This design comes from an exercise in tuning for small area and a short achievable clock period on the open sky130 flow, not from production work.
Where RTL was checked, it was by simulation tests only, not by an equivalence proof against the original.
No activity file was given, so power comes from the tool's default toggle rates.

## JK
Design trace_capture_buf, start of the top module:
module trace_capture_buf #(
  parameter  int DATA_W = 32,
  parameter  int DEPTH  = 64,
  localparam int ADDR_W = $clog2(DEPTH)
) (
  input  logic              clk,
  input  logic              rst,
  input  logic              arm,
  input  logic [ADDR_W:0]   post_cnt,
  input  logic              sample_en,
  input  logic [DATA_W-1:0] sample_data,
  input  logic              trig,
  output logic [1:0]        state,
  output logic [ADDR_W:0]   count,
  output logic              wrapped,
  output logic              rd_valid,
  output logic [DATA_W-1:0] rd_data,
  output logic              rd_last,
  input  logic              rd_ready
);
  localparam logic [1:0] S_IDLE = 2'd0;
  localparam logic [1:0] S_PRE  = 2'd1;
  localparam logic [1:0] S_POST = 2'd2;
  localparam logic [1:0] S_DUMP = 2'd3;
  localparam logic [ADDR_W:0] DEPTH_C = (ADDR_W+1)'(DEPTH);
  localparam logic [ADDR_W:0] ONE_C   = (ADDR_W+1)'(1);
  localparam int LO_B = 3;
  localparam int LO_W = 1 << LO_B;       
  localparam int HI_W = DEPTH / LO_W;    
  logic [1:0]          state_q;
  logic [ADDR_W:0]     count_q;
  logic                wrapped_q;
  logic [ADDR_W:0]     win_q;       
  logic [LO_W-1:0]     rlo_q;       
  logic [HI_W-1:0]     rhi_q;       
  logic                rd_valid_q;
  logic [DATA_W-1:0]   rd_data_q;
  ...
Settings: LEC_CHECK=0, CAP_MARGIN=20, CORE_MARGIN=2, CORE_UTILIZATION=50, CTS_CLUSTER_DIAMETER=70, CTS_CLUSTER_SIZE=27, SETUP_SLACK_MARGIN=2.3, SLEW_MARGIN=20; clock period 4.5 ns.
run.sh (not shown) runs the stock make flow with config.mk's settings and CLKGATE_MAP_FILE= SYNTH_SCRIPT=/design/flow/synth_recipe.tcl, a recipe that flattens the netlist after the stock synthesis.
#### Input delta (MS over JK)
Settings: swapping 50 for 40 in CORE_UTILIZATION; swapping 2.3 for 2.6 in SETUP_SLACK_MARGIN.
[summary]
- For the power share of the clock group, MS came in 2.7 points lower than JK did.
- On vias per cell, the higher figure sits with JK, not MS.
- Between JK and MS, aggregate routed wire length increased.
- Taking JK as the reference point, the final worst-path setup slack of MS rises by 0.085 ns.
- Half-perimeter wire length of the detailed placement result on MS is behind JK.
- Looking at the reports, MS completed the entire flow and the layout it produced met the timing, design-rule and antenna checks.
Inputs modified between MS and AL:
Settings: changing SETUP_SLACK_MARGIN from 2.6 to 2.3.
--- outcome ---
MS has completed all stages; timing, DRC and antenna checks passed. AL | stages: all done | timing, DRC, antenna: all pass. Setup slack of the critical path after layout sits higher in AL than in MS. Sort AL and MS by core utilization of the finished layout desc -> top: MS. AL: final total power about 5.6% below MS. Fmax delta (AL − MS): favourable.
Setup changes, AL to TR
==> flow/flow/run.sh (new file) <==
#!/bin/bash
# The standard layout, except that the ports are buffered with a plain
# buffer (buf_4) instead of the delay cell buffer_ports picks by default.
# Each step's full output goes to its own log in the work folder.
set -euo pipefail
bash standard.sh synth > synth.log 2>&1
bash standard.sh 'BUFFER_PORTS_ARGS=-buffer_cell sky130_fd_sc_hd__buf_4' finish > layout.log 2>&1
==> flow/standard.sh (new file) <==
#!/bin/bash
# synth_recipe.tcl (not shown) runs the flow's synth.tcl, then flattens the netlist and writes it again
# the make line also repeats each setting of config.mk as NAME=value (left out here)
make -C /OpenROAD-flow-scripts/flow DESIGN_CONFIG=/design/flow/config.mk WORK_HOME=/design/flow/orfs CLKGATE_MAP_FILE= SYNTH_SCRIPT=/design/flow/synth_recipe.tcl "${@:-finish}"
removed: flow/run.sh
Findings:
The wire length of the first global-routing pass of TR falls short of that of AL by 11000 um.
Going from AL to TR, clock transition time at the flip-flop clock pins of the worst setup and hold paths went down by 0.02 ns; via count of the first global-routing pass -705.
Higher total CTS buffers was reported by TR, not AL.
In TR the actual transition at the worst max-transition pin turned out 0.077 ns lower than in AL.
Here is what was changed in the inputs of PW compared with TR.
Settings: SETUP_SLACK_MARGIN changed from 2.3 to 2.15.
==> flow/run.sh (new file) <==
#!/bin/bash
# synth_recipe.tcl (not shown) runs the flow's synth.tcl, then flattens the netlist and writes it again
# the make line also repeats each setting of config.mk as NAME=value (left out here)
make -C /OpenROAD-flow-scripts/flow DESIGN_CONFIG=/design/flow/config.mk WORK_HOME=/design/flow/orfs CLKGATE_MAP_FILE= SYNTH_SCRIPT=/design/flow/synth_recipe.tcl finish
removed: flow/flow/run.sh
removed: flow/standard.sh
Findings:
Between PW and TR, it is PW whose setup slack after placement is lower, by 0.18 ns. Against TR, PW comes in 2.1 points lower on fraction of power consumed by combinational cells. Compared with TR, PW has less setup slack. PW vs TR, delay of the slowest cell on the worst path went up by 0.12 ns. TR -> PW: number of vias after detailed routing decreased by a few percent. Min initial antenna violation count across PW and TR: PW. The worst clock skew on the final layout reported for PW is smaller than that of TR by 0.0044 ns. Period utilization: PW higher than TR.

before:
The RTL this note starts from:
==> flow/design.v <==
module trace_capture_buf #(
  parameter  int DATA_W = 32,
  parameter  int DEPTH  = 64,
  localparam int ADDR_W = $clog2(DEPTH)
) (
  input  logic              clk,
  input  logic              rst,
  input  logic              arm,
  input  logic [ADDR_W:0]   post_cnt,
  input  logic              sample_en,
  input  logic [DATA_W-1:0] sample_data,
  input  logic              trig,
  output logic [1:0]        state,
  output logic [ADDR_W:0]   count,
  output logic              wrapped,
  output logic              rd_valid,
  output logic [DATA_W-1:0] rd_data,
  output logic              rd_last,
  input  logic              rd_ready
);
  localparam logic [1:0] S_IDLE = 2'd0;
  localparam logic [1:0] S_PRE  = 2'd1;
  localparam logic [1:0] S_POST = 2'd2;
  localparam logic [1:0] S_DUMP = 2'd3;
  localparam logic [ADDR_W:0] DEPTH_C = (ADDR_W+1)'(DEPTH);
  localparam logic [ADDR_W:0] ONE_C   = (ADDR_W+1)'(1);
  localparam int LO_W = 8;               
  localparam int HI_W = DEPTH / LO_W;    
  logic [1:0]          state_q;
  logic [ADDR_W-1:0]   wr_ptr_q;    
  logic [ADDR_W:0]     count_q;
  logic                wrapped_q;
  logic [ADDR_W:0]     win_q;       
  logic [LO_W-1:0]     rlo_q;       
  logic [HI_W-1:0]     rhi_q;       
  logic                byp_q;       
  logic                rd_valid_q;
  logic [DATA_W-1:0]   rd_data_q;
  logic                rd_last_q;
  logic                we_q;        
  logic [DATA_W-1:0]   wd_q;
  logic [DATA_W-1:0]   mem_q [DEPTH];
  wire capt  = (state_q == S_PRE) || (state_q == S_POST);
  wire smp   = capt && sample_en;
  wire full  = (count_q == DEPTH_C);
  wire win1  = (win_q == ONE_C);
  wire trg   = (state_q == S_PRE) ? trig : 1'b1;    
  wire dump  = (state_q == S_DUMP);
  wire more  = !(rd_valid_q && rd_last_q);
  wire adv   = dump && (!rd_valid_q || rd_ready);
  wire ld    = adv && more;
  wire enter = smp && trg && win1;
  wire [ADDR_W:0] post_clamp = (post_cnt == '0)     ? ONE_C :
                               (post_cnt > DEPTH_C) ? DEPTH_C : post_cnt;
  wire [ADDR_W-1:0] start = (count_q >= DEPTH_C - ONE_C) ? wr_ptr_q + 1'b1 : '0;
  wire [ADDR_W-1:0] newest = wr_ptr_q - 1'b1;
  logic [DATA_W-1:0] grp [HI_W];
  logic [DATA_W-1:0] rd_mux;
  always_comb begin
    for (int g = 0; g < HI_W; g++) begin
      grp[g] = '0;
      for (int j = 0; j < LO_W; j++)
        grp[g] = grp[g] | (mem_q[g*LO_W+j] & {DATA_W{rlo_q[j]}});
    end
    rd_mux = byp_q ? wd_q : '0;
    for (int g = 0; g < HI_W; g++)
      rd_mux = rd_mux | (grp[g] & {DATA_W{rhi_q[g]}});
  end
  wire is_last = byp_q || ((rlo_q & (LO_W'(1) << newest[2:0])) != '0 &&
                           (rhi_q & (HI_W'(1) << newest[5:3])) != '0);
  always_ff @(posedge clk) begin
    if (rst) begin
      state_q    <= S_IDLE;
      count_q    <= '0;
      wrapped_q  <= 1'b0;
      rd_valid_q <= 1'b0;
      we_q       <= 1'b0;
    end else begin
      we_q <= smp;
      case (state_q)
        S_IDLE: if (arm) begin
          state_q   <= S_PRE;
          count_q   <= '0;
          wrapped_q <= 1'b0;
        end
        S_PRE, S_POST: if (sample_en) begin
          if (full) wrapped_q <= 1'b1;
          else      count_q   <= count_q + ONE_C;
          if (trg) state_q <= win1 ? S_DUMP : S_POST;
        end
        default: if (adv) begin
          rd_valid_q <= more;
          if (!more) state_q <= S_IDLE;
        end
      endcase
    end
  end
  always_ff @(posedge clk) begin
    wd_q <= sample_data;
    if (state_q == S_IDLE && arm) begin
      wr_ptr_q <= '0;
      win_q    <= post_clamp;
    end
    if (smp) begin
      wr_ptr_q <= wr_ptr_q + 1'b1;
      if (trg) win_q <= win_q - ONE_C;
    end
    if (enter) begin
      byp_q <= (count_q == '0);
      rlo_q <= (count_q == '0) ? '0 : LO_W'(1) << start[2:0];
      rhi_q <= (count_q == '0) ? '0 : HI_W'(1) << start[5:3];
    end
    if (ld) begin
      rd_data_q <= rd_mux;
      rd_last_q <= is_last;
      rlo_q     <= {rlo_q[LO_W-2:0], rlo_q[LO_W-1]};
      if (rlo_q[LO_W-1]) rhi_q <= {rhi_q[HI_W-2:0], rhi_q[HI_W-1]};
    end
  end
  always_ff @(posedge clk) begin
    for (int i = 0; i < DEPTH; i++)
      if (we_q && wr_ptr_q == ADDR_W'(i + 1))
        mem_q[i] <= wd_q;
  end
  assign state    = state_q;
  assign count    = count_q;
  assign wrapped  = wrapped_q;
  assign rd_valid = rd_valid_q;
  assign rd_data  = rd_data_q;
  assign rd_last  = rd_last_q;
endmodule
clock: 4.5 ns
lec_check: 0
cap_margin: 20
core_margin: 2
core_utilization: 65
setup_slack_margin: 2.3
slew_margin: 20
tns_end_percent: 10
Stock flow here: none of the scripts above is used.
before completed; timing, DRC and antenna clean
### before -> after
Settings: a deleted TNS_END_PERCENT that had been 10; a change of CORE_UTILIZATION from 65 to 40.
Findings:
When after is set beside before, its critical path depth turns out to be 1 larger. On maximum frequency from static timing analysis, before loses to after. Compared with before, after shows wire length of the first global-routing pass lower by 6300 um. The higher power came out of before. Inserted tap cell count (lower): before.
Function was not checked in any run of this note: the RTL went through the layout flow alone.

## what the ideal ports hide
How much do the figures lean on ideal ports? The routed layouts below were timed once more, with nothing changed but the port constraints. Step 1 assumes that a clkbuf_16 drives the clock port and a buf_2 every other input. Step 2 also shifts input and output timing later by t, the mid clock arrival at the registers, as if the neighbouring blocks saw the same clock. Slacks: ideal ports / drivers / drivers and shift; pairs: ideal ports / drivers.
run | t (ns) | slack for setup (ns) | worst hold slack (ns) | worst slew at a driven data input, ns
JK | 0.854 | 2.128 / 2.126 / 1.590 | 0.443 / 0.443 / 0.443 | 0.12
MS | 0.849 | 2.213 / 2.158 / 1.517 | 0.439 / 0.439 / 0.439 | 0.05
AL | 0.847 | 2.248 / 2.180 / 1.531 | 0.429 / 0.429 / 0.429 | 0.05
TR | 0.843 | 2.223 / 2.148 / 1.602 | 0.289 / 0.239 / 0.437 | 0.08
PW | 0.839 | 2.080 / 2.123 / 1.290 | 0.442 / 0.442 / 0.442 | 0.05
before | 0.909 | 1.381 / 1.381 / 1.381 | 0.500 / 0.442 / 0.514 | 0.05
after | 0.924 | 1.688 / 1.688 / 1.480 | 0.487 / 0.435 / 0.506 | 0.08
After both steps every run listed still meets setup and hold. For PW, which loses most, drivers alone change the setup slack by +0.043 ns; drivers and shift together by -0.790 ns.
